Source: an optimization exercise on an open RTL-to-GDS flow (aim: small area, a short achievable clock period and few clock cycles per item). Production flows keep margins and buffers that such runs may drop.
In this exercise RTL edits were held to simulation tests only and were not proved equivalent to the original.
Power is estimated from default activity; no workload was simulated.

[design/flow/run.sh]
#!/bin/bash
# synth_recipe.tcl (not shown) runs the flow's synth.tcl, then flattens the netlist and writes it again
# the make line also repeats each setting of config.mk as NAME=value (left out here)
make -C /OpenROAD-flow-scripts/flow DESIGN_CONFIG=/design/flow/config.mk WORK_HOME=/design/flow/orfs CLKGATE_MAP_FILE= SYNTH_SCRIPT=/design/flow/synth_recipe.tcl finish
[design/flow/config.mk]
export PLATFORM = sky130hd
export DESIGN_NAME = multi_slot_periodic_timer_table_core
export DESIGN_NICKNAME = multi_slot_periodic_timer_table_core
export VERILOG_FILES = /design/flow/design.v
export SDC_FILE = /design/flow/constraint.sdc
export NUM_CORES = 4
export LEC_CHECK = 0
export CAP_MARGIN = 20
export CORE_MARGIN = 2
export CORE_UTILIZATION = 55
export CTS_CLUSTER_DIAMETER = 100
export CTS_CLUSTER_SIZE = 20
export SETUP_SLACK_MARGIN = 4.8
export SLEW_MARGIN = 20
export TNS_END_PERCENT = 10
[design/flow/constraint.sdc]
create_clock -name core_clock -period 8.0 [get_ports {clk}]
set_input_delay 1.6000 -clock core_clock [delete_from_list [all_inputs] [get_ports {clk}]]
set_output_delay 1.6000 -clock core_clock [all_outputs]
set_load 0.01 [all_outputs]
[design/flow/design.v]
`timescale 1ns / 1ps
`default_nettype none
package mstt_pkg;
	localparam int SLOTS         = 16;
	localparam int INTERVAL_BITS = 24;
	localparam int IDX_W  = (SLOTS > 1) ? $clog2(SLOTS) : 1;
	localparam int IVL_W  = (INTERVAL_BITS < 24) ? INTERVAL_BITS : 24;
	localparam int ID_W   = 16;
	localparam int IN_IVL_W = 24;
	localparam int CNT_W  = 16;
	localparam int CTR_W  = 25;
	localparam int MODE_W = 2;
	localparam int ST_W   = 3;
	localparam logic [MODE_W-1:0] MODE_TICK   = 2'd0;
	localparam logic [MODE_W-1:0] MODE_SET    = 2'd1;
	localparam logic [MODE_W-1:0] MODE_DELETE = 2'd2;
	localparam logic [MODE_W-1:0] MODE_QUERY  = 2'd3;
	localparam logic [ST_W-1:0] ST_ADDED    = 3'd0;
	localparam logic [ST_W-1:0] ST_UPDATED  = 3'd1;
	localparam logic [ST_W-1:0] ST_NOTFOUND = 3'd2;
	localparam logic [ST_W-1:0] ST_FULL     = 3'd3;
	localparam logic [ST_W-1:0] ST_FIRED    = 3'd4;
	localparam logic [ST_W-1:0] ST_OK       = 3'd5;
	typedef struct packed {
		logic load;
		logic step;
		logic finish;
	} mstt_cmd_t;
	typedef struct packed {
		logic idx_last;
	} mstt_stat_t;
endpackage
`default_nettype wire
`timescale 1ns / 1ps
`default_nettype none
module multi_slot_periodic_timer_table_core (
	input  wire logic                           clk,
	input  wire logic                           arst_n,
	input  wire logic                           start,
	output logic                                busy,
	input  wire logic [mstt_pkg::MODE_W-1:0]    mode,
	input  wire logic [mstt_pkg::ID_W-1:0]      req_id,
	input  wire logic [mstt_pkg::IN_IVL_W-1:0]  interval,
	input  wire logic [mstt_pkg::CNT_W-1:0]     repeat_count,
	input  wire logic                           resident,
	input  wire logic                           immediate,
	output logic                                strobe,
	output logic [mstt_pkg::ST_W-1:0]           status,
	output logic [mstt_pkg::ID_W-1:0]           result_id,
	output logic signed [mstt_pkg::CTR_W-1:0]   ticks_left,
	output logic [mstt_pkg::CNT_W-1:0]          count_left,
	output logic                                last
);
	localparam int N  = mstt_pkg::SLOTS;
	localparam int IW = mstt_pkg::ID_W;
	localparam int VW = mstt_pkg::IVL_W;
	localparam int CW = mstt_pkg::CNT_W;
	function automatic logic [VW-1:0] add_fast(input logic [VW-1:0] a, input logic [VW-1:0] b,
			input logic ci);
		logic [VW-1:0] p, g, pp, gg, gn, pn;
		p  = a ^ b;
		g  = a & b;
		gg = {g[VW-1:1], g[0] | (p[0] & ci)};
		pp = p;
		for (int d = 1; d < VW; d = d * 2) begin
			gn = gg;
			pn = pp;
			for (int i = d; i < VW; i++) begin
				gn[i] = gg[i] | (pp[i] & gg[i-d]);
				pn[i] = pp[i] & pp[i-d];
			end
			gg = gn;
			pp = pn;
		end
		add_fast = p ^ {gg[VW-2:0], ci};
	endfunction
	logic [N-1:0]   valid_q;
	logic [IW-1:0]  id_q  [N];
	logic [VW-1:0]  ivl_q [N];
	logic [VW-1:0]  dl_q  [N];
	logic [CW-1:0]  cnt_q [N];
	logic [N-1:0]   res_q;
	logic [N-1:0]   imm_q;
	logic [N-1:0]   le1_q;      
	logic [N-1:0]   due_q;      
	logic [VW-1:0]  t_q;
	logic [N-1:0]   rl_q;
	logic           rl_fire_q;
	logic [VW-1:0]  fix_ivl_q;
	logic [CW-1:0]  fix_cnt_q;
	logic           fix_cz_q, fix_c1_q, fix_c2_q;    
	logic                           s1_v_q;
	logic                           s1_tick_q, s1_set_q, s1_del_q, s1_qry_q;
	logic [IW-1:0]                  s1_id_q;
	logic [VW-1:0]                  s1_ivl_q;
	logic [CW-1:0]                  s1_cnt_q;
	logic                           s1_res_q;
	logic                           s1_imm_q;
	logic [N-1:0]                   match_q;    
	logic                           found_q;
	logic                           rem_nz_q;
	logic [N-1:0]                   rem_q;
	logic                           busy_q;
	logic [N-1:0]  wr, valid_d, match_d;
	logic          s1_v_d, rem_nz_d;
	assign busy   = busy_q;
	assign s1_v_d = busy_q ? s1_v_q : start;
	always_ff @(posedge clk or negedge arst_n) begin
		if (!arst_n) begin
			s1_v_q <= 1'b0;
			busy_q <= 1'b0;
		end else begin
			s1_v_q <= s1_v_d;
			busy_q <= s1_v_d & rem_nz_d;
		end
	end
	always_comb begin
		for (int s = 0; s < N; s++)
			match_d[s] = valid_d[s] & (wr[s] ? (req_id == s1_id_q) : (req_id == id_q[s]));
	end
	always_ff @(posedge clk) begin
		if (!busy_q) begin
			s1_tick_q <= start & (mode == mstt_pkg::MODE_TICK);
			s1_set_q  <= start & (mode == mstt_pkg::MODE_SET);
			s1_del_q  <= start & (mode == mstt_pkg::MODE_DELETE);
			s1_qry_q  <= start & (mode == mstt_pkg::MODE_QUERY);
			s1_id_q   <= req_id;
			s1_ivl_q  <= interval[VW-1:0];
			s1_cnt_q  <= repeat_count;
			s1_res_q  <= resident;
			s1_imm_q  <= immediate;
			match_q <= match_d;
			found_q <= |match_d;
		end
	end
	logic go, is_tick, is_set, is_del, is_qry, tick_go;
	assign go      = s1_v_q & ~rem_nz_q;
	assign is_tick = s1_tick_q;
	assign is_set  = s1_set_q;
	assign is_del  = s1_del_q;
	assign is_qry  = s1_qry_q;
	assign tick_go = go & is_tick;
	logic [VW-1:0] dl_fix, nt_d;
	logic [CW-1:0] cnt_fix;
	logic          fix_z, fix_1, fix_due;
	assign dl_fix  = add_fast(t_q, fix_ivl_q, 1'b0);
	assign cnt_fix = (rl_fire_q && fix_cnt_q != '0) ? fix_cnt_q - CW'(1) : fix_cnt_q;
	assign fix_z   = rl_fire_q ? (fix_cz_q | fix_c1_q) : fix_cz_q;
	assign fix_1   = rl_fire_q ? fix_c2_q : fix_c1_q;
	assign fix_due = tick_go ? (fix_ivl_q == VW'(2)) : (fix_ivl_q == VW'(1));
	logic [VW-1:0] t_p1, t_p2;
	assign t_p1    = t_q + VW'(1);
	assign t_p2    = t_q + VW'(2);
	assign nt_d    = tick_go ? t_p2 : t_p1;
	logic [N-1:0] match, fire, free1;
	logic [N-1:0] cnt_z, cnt_1, cnt_2;
	logic [N-1:0] valid_lo;    
	logic         full;
	always_comb begin
		valid_lo[0] = 1'b1;
		for (int s = 1; s < N; s++)
			valid_lo[s] = valid_lo[s-1] & valid_q[s-1];
	end
	for (genvar s = 0; s < N; s++) begin : g_slot
		logic cz, c1, kill, hi0;
		assign match[s] = match_q[s];
		assign free1[s] = ~valid_q[s] & valid_lo[s];
		assign fire[s]  = valid_q[s] & (imm_q[s] | le1_q[s] | (~rl_q[s] & due_q[s]));
		assign wr[s]    = go & is_set & (found_q ? match[s] : free1[s]);
		assign hi0      = (cnt_q[s][CW-1:2] == '0);
		assign cnt_z[s] = hi0 & (cnt_q[s][1:0] == 2'd0);
		assign cnt_1[s] = hi0 & (cnt_q[s][1:0] == 2'd1);
		assign cnt_2[s] = hi0 & (cnt_q[s][1:0] == 2'd2);
		assign cz       = rl_q[s] ? fix_z : cnt_z[s];
		assign c1       = rl_q[s] ? fix_1 : cnt_1[s];
		assign kill     = ~res_q[s] & (cz | (fire[s] & c1));
		assign valid_d[s] = wr[s] | (valid_q[s] & ~(go & is_del & match[s]) & ~(tick_go & kill));
		always_ff @(posedge clk or negedge arst_n) begin
			if (!arst_n)
				valid_q[s] <= 1'b0;
			else
				valid_q[s] <= valid_d[s];
		end
		always_ff @(posedge clk) begin
			if (wr[s]) begin
				id_q[s]  <= s1_id_q;
				ivl_q[s] <= s1_ivl_q;
				res_q[s] <= s1_res_q;
				imm_q[s] <= s1_imm_q;
				le1_q[s] <= (s1_ivl_q[VW-1:1] == '0);
			end else if (tick_go) begin
				imm_q[s] <= 1'b0;
			end
			if (rl_q[s]) begin
				dl_q[s]  <= dl_fix;
				cnt_q[s] <= cnt_fix;
			end
			due_q[s] <= rl_q[s] ? fix_due : (dl_q[s] == nt_d);
		end
	end
	assign full  = &valid_q;
	logic [N-1:0]  fv, fv_first, fv_rest, fv_lo;
	logic          emit, hit_pend;
	logic [IW-1:0] fv_id;
	logic [VW-1:0] fv_ivl, q_dl;
	logic [CW-1:0] m_cnt;
	logic [N-1:0]  m_sel;
	logic          m_z, m_1, m_2;
	assign fv   = rem_nz_q ? rem_q : (tick_go ? fire : '0);
	assign emit = |fv;
	assign m_sel = fv_first | (match & {N{go & is_qry}});
	always_comb begin
		fv_lo[0] = 1'b0;
		for (int s = 1; s < N; s++)
			fv_lo[s] = fv_lo[s-1] | fv[s-1];
		fv_first = fv & ~fv_lo;
		fv_rest  = fv & fv_lo;
		fv_id  = '0;
		fv_ivl = '0;
		m_cnt  = '0;
		m_z    = 1'b0;
		m_1    = 1'b0;
		m_2    = 1'b0;
		q_dl   = '0;
		for (int s = 0; s < N; s++) begin
			fv_id  = fv_id  | (id_q[s]  & {IW{rl_q[s]}});
			fv_ivl = fv_ivl | (ivl_q[s] & {VW{fv_first[s]}});
			m_cnt  = m_cnt  | (cnt_q[s] & {CW{m_sel[s]}});
			m_z    = m_z | (cnt_z[s] & m_sel[s]);
			m_1    = m_1 | (cnt_1[s] & m_sel[s]);
			m_2    = m_2 | (cnt_2[s] & m_sel[s]);
			q_dl   = q_dl   | (dl_q[s]  & {VW{match[s]}});
		end
	end
	assign rem_nz_d = |fv_rest;
	assign hit_pend = |(match & rl_q);
	always_ff @(posedge clk or negedge arst_n) begin
		if (!arst_n) begin
			t_q       <= '0;
			rl_q      <= '0;
			rl_fire_q <= 1'b0;
			rem_nz_q  <= 1'b0;
			strobe_q  <= 1'b0;
		end else begin
			if (tick_go) begin
				t_q  <= t_p1;
			end
			rl_q      <= emit ? fv_first : wr;
			rl_fire_q <= emit;
			rem_nz_q  <= rem_nz_d;
			strobe_q  <= rem_nz_q | go;
		end
	end
	always_ff @(posedge clk) begin
		fix_ivl_q <= emit ? fv_ivl : s1_ivl_q;
		if (!emit) begin
			fix_cnt_q <= s1_cnt_q;
			fix_cz_q  <= (s1_cnt_q == '0);
			fix_c1_q  <= (s1_cnt_q == CW'(1));
			fix_c2_q  <= (s1_cnt_q == CW'(2));
		end else if (|(fv_first & rl_q)) begin
			fix_cnt_q <= cnt_fix;
			fix_cz_q  <= (cnt_fix == '0);
			fix_c1_q  <= (cnt_fix == CW'(1));
			fix_c2_q  <= (cnt_fix == CW'(2));
		end else begin
			fix_cnt_q <= m_cnt;
			fix_cz_q  <= m_z;
			fix_c1_q  <= m_1;
			fix_c2_q  <= m_2;
		end
		rem_q     <= fv_rest;
	end
	logic                          strobe_q;
	logic [mstt_pkg::ST_W-1:0]     status_q;
	logic [IW-1:0]                 result_id_q;
	logic [VW-1:0]                 ticks_q;
	logic [CW-1:0]                 count_q;
	logic                          last_q;
	logic                          tsub_q;     
	logic                          strobe_b_q;
	logic [mstt_pkg::ST_W-1:0]     status_b_q;
	logic [IW-1:0]                 result_id_b_q;
	logic [VW-1:0]                 ticks_b_q;
	logic [CW-1:0]                 count_b_q;
	logic                          last_b_q;
	always_ff @(posedge clk or negedge arst_n) begin
		if (!arst_n)
			strobe_b_q <= 1'b0;
		else
			strobe_b_q <= strobe_q;
	end
	always_ff @(posedge clk) begin
		status_b_q    <= status_q;
		result_id_b_q <= rl_fire_q ? fv_id : result_id_q;
		ticks_b_q     <= tsub_q ? add_fast(ticks_q, ~t_q, 1'b1) : ticks_q;
		count_b_q     <= count_q;
		last_b_q      <= last_q;
	end
	always_ff @(posedge clk) begin
		ticks_q     <= '0;
		tsub_q      <= 1'b0;
		count_q     <= '0;
		last_q      <= 1'b1;
		if (rem_nz_q | ~(is_set | is_del | is_qry)) begin
			if (emit) begin
				status_q    <= mstt_pkg::ST_FIRED;
				result_id_q <= '0;
				last_q      <= ~rem_nz_d;
			end else begin
				status_q    <= mstt_pkg::ST_OK;
				result_id_q <= '0;
			end
		end else begin
			result_id_q <= s1_id_q;
			if (is_set) begin
				status_q <= found_q ? mstt_pkg::ST_UPDATED :
				            full  ? mstt_pkg::ST_FULL : mstt_pkg::ST_ADDED;
			end else begin
				status_q <= found_q ? mstt_pkg::ST_OK : mstt_pkg::ST_NOTFOUND;
				if (is_qry & found_q) begin
					ticks_q <= hit_pend ? fix_ivl_q : q_dl;
					tsub_q  <= ~hit_pend;
					count_q <= hit_pend ? cnt_fix : m_cnt;
				end
			end
		end
	end
	assign strobe     = strobe_b_q;
	assign status     = status_b_q;
	assign result_id  = result_id_b_q;
	assign ticks_left = {1'b0, ticks_b_q};
	assign count_left = count_b_q;
	assign last       = last_b_q;
endmodule
`default_nettype wire
==> summary.txt <==
## stage by stage
step / area, um^2 / total power (uW)
floorplan: 72100 / 12600
global placement: 75900 / 14100
detailed placement: 75900 / 14100
CTS: 81200 / 19500
global route: 84300 / 20500
finish: 84300 / 19900
## layer usage
metal | global-route usage, % | up-vias | routed length (um) | part of all wire [%]
met5 | 0 | - | 96 | 0.038
met4 | 18.9 | 10 | 16200 | 6.3
met3 | 7.81 | 744 | 27100 | 11
met2 | 55.9 | 3317 | 113000 | 44
met1 | 51.1 | 25400 | 98400 | 39
li1 | - | 21200 | - | -
## path summary, 6_finish.rpt
kind / start / to / slack [ns] / depth (start not counted)
worst max-delay path: rem_nz_q / due_q[3] / 4.34 / 13
worst min-delay path: status_q[1] / status_b_q[1] / 0.33 / 0
worst max register to register: rem_nz_q / due_q[3] / 4.34 / 13
worst min register to register: status_q[1] / status_b_q[1] / 0.33 / 0
max in group asynchronous: arst_n / t_q[6] / 6.13 / 2
min in group asynchronous: arst_n / rem_nz_q / 0.67 / 1
## state kept, by name, indices dropped and copies added, names as in the netlist, 15 cells and up
register       count
fix_cnt_q         16
ivl_q            384
id_q             256
dl_q             384
valid_q           16
fix_ivl_q         24
t_q               24
ticks_b_q         24
le1_q             16
result_id_b_q     16
s1_ivl_q          24
s1_cnt_q          16
due_q             16
imm_q             16
match_q           16
cnt_q            256
rem_q             15
count_q           16
rl_q              16
s1_id_q           16
count_b_q         16
ticks_q           24
result_id_q       16
res_q             16
## cell families after synthesis
logic type,Yosys count,synth area share [%]
AOI/OAI and AO/OA,1149,12.3
and+or+nand+nor,1220,8.91
adders and majority gates,52,0.926
buffers and inverters,357,2.00
other,1,0.00521
xor gates and xnor gates,741,9.14
muxes,21,0.367
DFF,1664,66.3
## synthesized netlist by cell type, types with 102 or more instances
library cell	count
nor2_1	271
xor2_1	436
xnor2_1	294
edfxtp_1	1407
a221oi_1	138
a22o_1	102
nor4_1	213
clkbuf_1	197
nand2_1	221
nand4_1	159
a22oi_1	309
dfxtp_1	195
## layout make-up
type                       instances  area, um^2  area share [%]
antenna                            2        5.00         0.00594
clock buffer                     164        2590            3.08
inverter                          86         339           0.402
tap                             1742        2180            2.59
clock inverter                    10         203           0.240
multi-input combinational       3189       25100            29.8
sequential                      1664       47800            56.7
timing repair buffer             595        6060            7.19
## power breakdown
| group | switching (uW) | internal [uW] |
|---|---|---|
| Clock | 2920 | 2250 |
| Sequential | 475 | 10300 |
| Combinational | 2510 | 1430 |
## what timing repair did
item	in CTS	in global routing
endpoints found under the hold margin	0	0
cloned	9	10
pin swaps	59	106
buffers inserted	110	182
gates resized for setup	276	279
endpoints found under the setup margin	597	523
==> impl_metrics.toml <==
[run_status]
outcome = "no timing/DRC/antenna violations"

[grt]
overflow = 0
grt_pass1_wl_mm = 351
antenna_found_initial = 6
grt_pass1_vias = 47500
grt_max_degree = 53
track_usage_pct = 37.1

[timing]
rsz0062_at_grt = "yes"
min_period_over_period_pct = 45.7
fmax_mhz = 274
fin_ws_ns = 4.34
final_max_slew_viol_count = 0
worst_pin_slew_ns = 1.19
whs_ns = 0.331
relSlewSlack_pct = 20.4
finalHoldViolations = 0
clock_skew_ns = 0.0391
fin_setup_tns_ns = 0
layout_min_cycle_time_ns = 3.66
setup_violations = 0

[synthesis]
synth_cell_type_count = 94
synth_edf_count = 1407
synthCells = 5205
ys_seq_area_share_pct = 66.3
synth.ff_latch_count = 1664
syn_area_per_cell_um2 = 13.8
yosys_warnings = 5
synth.net_count = 5320
syn_area_um2 = 71900
yosys.area.top_type_share_pct = 58.8
yosysTopAreaCell = "edfxtp_1"
synth_area_leaders = "edfxtp_1 59%, dfxtp_1 5.4%, xor2_1 5.3%"
synth-async-reset-ratio_pct = 3.73
ys.flop_type = "edfxtp_1"

[finish]
fillers = 9561
layout-drive-gt1-share_pct = 17.2
final_util_pct = 65.0
nNetsFinal = 5744
layout.cells.most_common = "edfxtp_1"
final_cells = 7452
layout_common_cells = "1,407 x edfxtp_1, 427 x xor2_1, 350 x buf_4"
areaGrowthSynthToFinish_pct = 17.2

[setup_path]
path_common_cell = "buf_12"
path_cells = "nand3b_1 > buf_12 > buf_16 > mux2i_4 > nor2_2 > xnor2_2 > buf_12 > buf_8 > xnor2_4 > nor4_4 > nand4_1 > nor4_2 > a32o_2"
cpLargestDelayFamily = "simple AND/OR/NAND/NOR gates"
worstPathRequired_ns = 8.68
worst_setup_path_start_kind = "register"
slowest_stage = "nor4_2"
crit_buf_inv = 4
cpPeakStageDelay_ns = 0.49
arrival_ns = 4.34
crit_path_max_fanout = 5
critPathCaptureType = "register"
crit_type = "reg -> reg"

[job]
maxCapViolations = 0

[floorplanning]
die-area_um2 = 134000
die_height_um = 366
die_x_um = 366
io_pins = 126
placementRows = 132
core_area_um2 = 130000
initial_core_util_pct = 55.5

[clock_network]
cts_made_buffers = 93
clk_path_buf_depth = 3
root_buffer = "clkbuf_16"
worst_skew_pair.late_latency_ns = 0.77
cts_tree = "done"
cts.clk_slew.worst_paths_ns = 0.09
htree_num_levels = 3
cts_sinks = 1664
ctsHoldBuffers = 0

[route]
drt-initial-drc-count = 7418
drcViolationCount = 0
first_pass_iters = 7
detail_route.vias_per_cell = 6.81
antenna_left = 0
wire_per_inst_um = 34.2
drt-total-wl_mm = 255
vias = 50800

[placed_design]
place_hpwl_mm = 156
dp.cells = 6965
port_buffers = 124
place_ws_ns = 2.84
gp_congestion = 0.956

[power_and_ir_drop]
power_density_nw_per_um2 = 236
p_leak_uw = 0.0278
irDropWorstVdd_mv = 0.223

[hold_path]
hold_class = "reg -> reg"
Testbench counts, summed over its fixed seeds: cycles 6,423, items 3,200.

-- what the ideal ports hide --
No port has a modelled driver above. Below, the same layout with a new extraction and two added sets of constraints. Step 1: set_driving_cell puts a clkbuf_16 on clk and a buf_2 on each other input, an assumption about the parent block. Step 2 moves the port delays by t, midway between the first and last clock arrival at a register: inputs arrive t later, outputs are due t later. That takes back most of the time a late clock gives input paths. Three values: ideal, step 1, step 2; two values: the first two.
t, ns: 0.832
setup WS [ns]: 4.345 / 4.345 / 4.004
hold WS [ns]: 0.331 / 0.331 / 0.331
worst setup path after step 2: input to register
latest minus earliest clock arrival (ns): 0.041 / 0.041
After both steps this run still meets setup and hold. The setup slack of this run moves by 0.000 ns with the drivers and by -0.341 ns with both steps.
